From an optimization exercise on the open Yosys and OpenROAD flow, aimed at small area, a short achievable clock period and few clock cycles per item; shortcuts taken in it are not production practice. RTL that was checked went through simulation tests only; none was proved equivalent to the original. No activity file was given, so power comes from the tool's default toggle rates.

Setup of before:
==> flow/design.v (excerpt) <==
module fetch_top (
    input logic clk,
    input logic n_rst,
    output logic instr_valid,
    input logic instr_ready,
    output nand_cpu_pkg::instr_t instr_data,
    output nand_cpu_pkg::addr_t instr_pc,
    input logic branch_valid,
    input nand_cpu_pkg::addr_t branch_target,
    output logic mem_req,
    output logic [12:0] mem_addr,
    input logic mem_ack,
    input logic [15:0] mem_data
);
For scale: about 400 cells after synthesis, ~82 flip-flops, about 76 I/O pins.
make LEC_CHECK=0 ABC_CLOCK_PERIOD_IN_PS=2500 CAP_MARGIN=20 CORE_MARGIN=2 CORE_UTILIZATION=40 PLACE_DENSITY=0.6 SETUP_SLACK_MARGIN=4 SLEW_MARGIN=20 finish   # period 6.5 ns
run.sh (not shown) runs the stock make flow with config.mk's settings and CLKGATE_MAP_FILE= SYNTH_SCRIPT=/design/flow/synth_recipe.tcl, a recipe that flattens the netlist after the stock synthesis.
before reached the final stage; the timing, DRC and antenna checks on its layout passed.
Changes in after relative to before:
# before
export LEC_CHECK = 0
export ABC_CLOCK_PERIOD_IN_PS = 2500
export CAP_MARGIN = 20
export CORE_MARGIN = 2
export CORE_UTILIZATION = 40
export PLACE_DENSITY = 0.6
export SETUP_SLACK_MARGIN = 4
export SLEW_MARGIN = 20
create_clock -name core_clock -period 6.5 [get_ports {clk}]
# after
export LEC_CHECK = 0
export CAP_MARGIN = 20
export CORE_MARGIN = 2
export CORE_UTILIZATION = 40
export PLACE_DENSITY = 0.6
export SLEW_MARGIN = 20
create_clock -name core_clock -period 6.5 [get_ports {clk}]
after ran to completion and came out clean on the timing, DRC and antenna checks.
Total internal power: before and after compared, lower one is after
Fraction of met2 tracks used by global routing delta (before -> after): insignificant
Total area of multi-input combinational cells of after falls short of that of before by a few percent.
Going from before to after, fraction of layout instances using a drive strength above 1 down 11 points; power after layout down 3.2%.
Looking at core utilization, after sits 2.2 points lower than before does.
Detailed route, after vs before: via total lower for after
Comparing before and after, the higher wire length was measured on after.
Looking only at count of non-CTS buffers in the layout, and setting everything else aside, the lower value of before and after goes to after.
Function was not checked in any run of this note: the RTL went through the layout flow alone.

== job 5704 ==
Another version of the RTL of fetch_top (not shown whole).
Size: roughly 81 flip-flops, about 76 I/O pins, about 4000 µm² of cells after synthesis.
==> flow/config.mk <==
export PLATFORM = sky130hd
export DESIGN_NAME = fetch_top
export DESIGN_NICKNAME = fetch_top
export VERILOG_FILES = /design/flow/design.v
export SDC_FILE = /design/flow/constraint.sdc
export NUM_CORES = 4
export LEC_CHECK = 0
export ABC_CLOCK_PERIOD_IN_PS = 2500
export CAP_MARGIN = 20
export CORE_MARGIN = 2
export CORE_UTILIZATION = 40
export PLACE_DENSITY = 0.6
export SETUP_SLACK_MARGIN = 4.4
export SLEW_MARGIN = 20
==> flow/constraint.sdc <==
create_clock -name core_clock -period 6.5 [get_ports {clk}]
set_input_delay 1.3000 -clock core_clock [delete_from_list [all_inputs] [get_ports {clk}]]
set_output_delay 1.3000 -clock core_clock [all_outputs]
set_load 0.01 [all_outputs]
standard.sh (not shown) runs the stock make flow with config.mk's settings and CLKGATE_MAP_FILE= SYNTH_SCRIPT=/design/flow/synth_recipe.tcl, a recipe that flattens the netlist after the stock synthesis.
==> flow/flow/run.sh <==
#!/bin/bash
# The standard layout, with the smallest buffer (buf_1) on every input and
# output port instead of the one buffer_ports picks by default.
set -euo pipefail
export BUFFER_PORTS_ARGS="-buffer_cell sky130_fd_sc_hd__buf_1"
bash standard.sh > standard_flow.log 2>&1
Testbench counts of job 5704, summed over its fixed seeds: cycles 64,126, bytes 34,829.
What job 5428 does differently from job 5704 at the input level:
- SETUP_SLACK_MARGIN now 4.2, was 4.4
- CTS_BUF_LIST now sky130_fd_sc_hd__clkbuf_16, previously not set
[summary]
Area of the core delta (job 5428 -> job 5704): insignificant
Job 5428 vs job 5704: number of inserted filler cells in the final layout up in job 5428
Between job 5428 and job 5704, the smallest hold slack figures differ only marginally.
Looking only at post-layout minimum cycle time, and setting everything else aside, the lower value of job 5704 and job 5428 goes to job 5428.
Between job 5704 and job 5428, share of cell area taken by flip-flops and latches increased.
Across both runs, relative area of non-clock buffer cells in the final design was lower for job 5428 than for job 5704.
In job 5428, the fraction of area in clock buffers and inverters came out 1.8 points above the value in job 5704.
Setup changes, job 5428 to job 8978
- clearing CTS_BUF_LIST, which used to be sky130_fd_sc_hd__clkbuf_16
- swapping 4.2 for 4.0 in SETUP_SLACK_MARGIN
- putting ABC_AREA at 1 where nothing was set
Results
Having completed the whole flow, job 5428 delivered a layout that passed the timing, DRC and antenna checks.
Job 8978 did not stop at any stage, and its layout met the timing, DRC and antenna checks.
The worst setup slack after layout of job 8978 falls short of that of job 5428 by 0.10 ns.
Global-route wire length before repair in job 8978 is 15% above job 5428.
The multi-input logic portion of the cell area was comparable across job 8978 and job 5428.
Of job 8978 and job 5428, the run reporting the higher number of nets produced by synthesis was job 8978.
## Diff of input files: job 2209 against job 8978
- ABC_AREA removed (was 1)
- PLACE_DENSITY changed from 0.6 to 0.8
- CORE_UTILIZATION changed from 40 to 65
## What came out
Most frequent standard cell in the layout excluding fill and tap cells: sky130_fd_sc_hd__nand2_1 -> job 8978, sky130_fd_sc_hd__buf_1 -> job 2209. When the final numbers for job 2209 and job 8978 were put side by side, the routability-driven placement congestion ratio turned out to be smaller in job 2209. Per the comparison of job 2209 with job 8978, site row count went down by about 22%; power consumption went down by about 8%. Cmp job 2209 vs job 8978: required time of the critical path higher in job 2209. Job 2209 ends up with a total number of cells along the worst setup path that is 6 higher than in job 8978. Taking job 8978 as the reference point, the proportion of cell area occupied by registers of job 2209 rises by 1.7 points. Part of the total power dissipated in combinational logic (higher): job 8978. Job 8978 → job 2209: share of power burned in the clock network went down, post-route minimum period went up, routed wire length went down. Job 2209: worst setup slack 0.038 ns below job 8978.

The RTL this note starts from:
==> flow/design.v <==
package nand_cpu_pkg;
    localparam int ADDR_WIDTH = 16;
    localparam int DATA_SIZE = 8;
    localparam int MEM_TRANS_SIZE = 16;
    typedef logic [ADDR_WIDTH-1:0] addr_t;
    typedef logic [DATA_SIZE-1:0] instr_t;
    typedef logic [MEM_TRANS_SIZE-1:0] beat_t;
endpackage
module fetch_top (
    input logic clk,
    input logic n_rst,
    output logic instr_valid,
    input logic instr_ready,
    output nand_cpu_pkg::instr_t instr_data,
    output nand_cpu_pkg::addr_t instr_pc,
    input logic branch_valid,
    input nand_cpu_pkg::addr_t branch_target,
    output logic mem_req,
    output logic [12:0] mem_addr,
    input logic mem_ack,
    input logic [15:0] mem_data
);
    nand_cpu_pkg::addr_t pc;      
    logic out_valid;
    nand_cpu_pkg::instr_t out_data;
    logic [14:0] nf;              
    logic req;                    
    logic act;                    
    logic [1:0] beat;             
    logic stale;                  
    logic [15:0] fifo [2];
    logic rptr, wptr;
    logic ne;                     
    logic full;                   
    logic need, nxt0, beat_in, pop, keep, push, push_need, issue, restart;
    nand_cpu_pkg::beat_t head;
    assign mem_req = req;
    assign mem_addr = nf[14:2];
    assign instr_valid = out_valid;
    assign instr_pc = pc;
    assign instr_data = out_data;
    assign need = !out_valid || instr_ready;
    assign nxt0 = out_valid ^ pc[0];
    assign head = fifo[rptr];
    assign beat_in = act && !stale && (beat == nf[1:0]);
    assign pop = need && ne && nxt0;
    assign keep = beat_in && (!full || pop);
    assign push_need = ne ? (!full || nxt0) : !nxt0;
    assign push = beat_in && (need ? push_need : !full);
    assign issue = !req && (!act || beat == 2'd3);
    assign restart = issue && (branch_valid || stale);
    always_ff @(posedge clk) begin
        if (!n_rst) begin
            pc <= '0;
            out_valid <= 1'b0;
            nf <= '0;
            req <= 1'b0;
            act <= 1'b0;
            beat <= '0;
            stale <= 1'b0;
            rptr <= 1'b0;
            wptr <= 1'b0;
            ne <= 1'b0;
            full <= 1'b0;
        end else begin
            if (branch_valid || (out_valid && instr_ready)) begin
                pc <= branch_valid ? branch_target : pc + 1'b1;
            end
            out_valid <= !branch_valid && ((out_valid && !instr_ready) || ne || beat_in);
            if (req && mem_ack) begin
                req <= 1'b0;
                act <= 1'b1;
                beat <= '0;
            end else if (act) begin
                beat <= beat + 1'b1;
                if (beat == 2'd3) begin
                    act <= 1'b0;
                end
            end
            if (issue) begin
                req <= 1'b1;
            end
            stale <= !issue && (stale || branch_valid);
            if (restart || keep) begin
                nf <= !restart ? nf + 1'b1 :
                      branch_valid ? branch_target[15:1] : pc[15:1];
            end
            if (branch_valid) begin
                rptr <= 1'b0;
                wptr <= 1'b0;
                ne <= 1'b0;
                full <= 1'b0;
            end else begin
                if (push) begin
                    wptr <= !wptr;
                end
                if (pop) begin
                    rptr <= !rptr;
                end
                if (push != pop) begin
                    ne <= push || full;
                    full <= push && ne;
                end
            end
        end
    end
    always_ff @(posedge clk) begin
        if (need) begin
            if (ne) begin
                out_data <= nxt0 ? head[15:8] : head[7:0];
            end else begin
                out_data <= nxt0 ? mem_data[15:8] : mem_data[7:0];
            end
        end
        if (push) begin
            fifo[wptr] <= mem_data;
        end
    end
endmodule
clock: 6.5 ns
lec_check: 0
abc_clock_period_in_ps: 2500
cap_margin: 20
core_margin: 2
core_utilization: 40
place_density: 0.6
setup_slack_margin: 4
slew_margin: 20
run.sh (not shown) runs the stock make flow with config.mk's settings and CLKGATE_MAP_FILE= SYNTH_SCRIPT=/design/flow/synth_recipe.tcl, a recipe that flattens the netlist after the stock synthesis.
Stock flow here: none of the scripts above is used.
Change:
==> flow/flow/run.sh (new file) <==
#!/bin/bash
# The standard layout, with the smallest buffer (buf_1) on every input and
# output port instead of the one buffer_ports picks by default.
set -euo pipefail
export BUFFER_PORTS_ARGS="-buffer_cell sky130_fd_sc_hd__buf_1"
bash standard.sh > standard_flow.log 2>&1
==> flow/standard.sh (new file) <==
#!/bin/bash
# synth_recipe.tcl (not shown) runs the flow's synth.tcl, then flattens the netlist and writes it again
# the make line also repeats each setting of config.mk as NAME=value (left out here)
make -C /OpenROAD-flow-scripts/flow DESIGN_CONFIG=/design/flow/config.mk WORK_HOME=/design/flow/orfs CLKGATE_MAP_FILE= SYNTH_SCRIPT=/design/flow/synth_recipe.tcl "${@:-finish}"
Settings changed: SETUP_SLACK_MARGIN 4 to 4.0.
removed: flow/run.sh
What happened: The new run finished clean. Clock skew increases by 0.0033 ns. Worst setup slack degrades by 0.017 ns. Power decreases by 4.1%. Hold slack improves by 0.0066 ns. Synthesized cell count does not change. Area after synthesis is unchanged. Non-clock buffer count decreases by 11. Sequential cell count does not change. Combinational power decreases by 21%.
Change:
Settings changed: SETUP_SLACK_MARGIN 4.0 to 3.5.
Effect: First-iteration DRC count increases by 25%; area after synthesis does not change; clock power shrinks by 9.7%.
No run of this note included a check of the RTL's function; only the layout flow was run.

[port drivers added, routing unchanged]
No port has a modelled driver above. Below, the same layouts with a new extraction and two added sets of constraints.
Step 1, drivers: a clkbuf_16 drives clk and a buf_2 each remaining input, both assumed.
Step 2, shift: input delay + t, output delay - t, t = (earliest + latest rising clock arrival at the registers) / 2. This alone moves slack from input paths to output paths.
Three values: no drivers, after step 1, after step 2; two values: the first two.
run | t (ns) | slack for setup (ns) | hold WS [ns] | slew at the worst register clock pin (ns) | cell pins on the clock port's net
before | 0.382 | 3.868 / 3.846 / 3.464 | 0.530 / 0.530 / 0.530 | 0.09 / 0.09 | 1
after | 0.387 | 3.088 / 3.098 / 2.711 | 0.521 / 0.521 / 0.521 | 0.09 / 0.09 | 1
job 5704 | 0.386 | 4.162 / 4.109 / 3.723 | 0.473 / 0.473 / 0.473 | 0.09 / 0.09 | 1
job 5428 | 0.368 | 4.201 / 4.186 / 3.817 | 0.474 / 0.474 / 0.474 | 0.06 / 0.06 | 1
job 8978 | 0.394 | 4.096 / 4.062 / 3.747 | 0.459 / 0.459 / 0.459 | 0.09 / 0.09 | 1
job 2209 | 0.382 | 4.058 / 4.067 / 3.685 | 0.475 / 0.475 / 0.475 | 0.09 / 0.09 | 1
the first run of note 3 | 0.388 | 4.066 / 4.064 / 3.694 | 0.516 / 0.516 / 0.516 | 0.09 / 0.09 | 1
the second run of note 3 | 0.389 | 4.049 / 4.048 / 3.662 | 0.522 / 0.522 / 0.522 | 0.09 / 0.09 | 1
the third run of note 3 | 0.394 | 3.637 / 3.636 / 3.242 | 0.516 / 0.516 / 0.516 | 0.09 / 0.09 | 1
After both steps every run listed still meets setup and hold. For job 5704, which loses most, drivers alone change the setup slack by -0.053 ns; drivers and shift together by -0.439 ns.
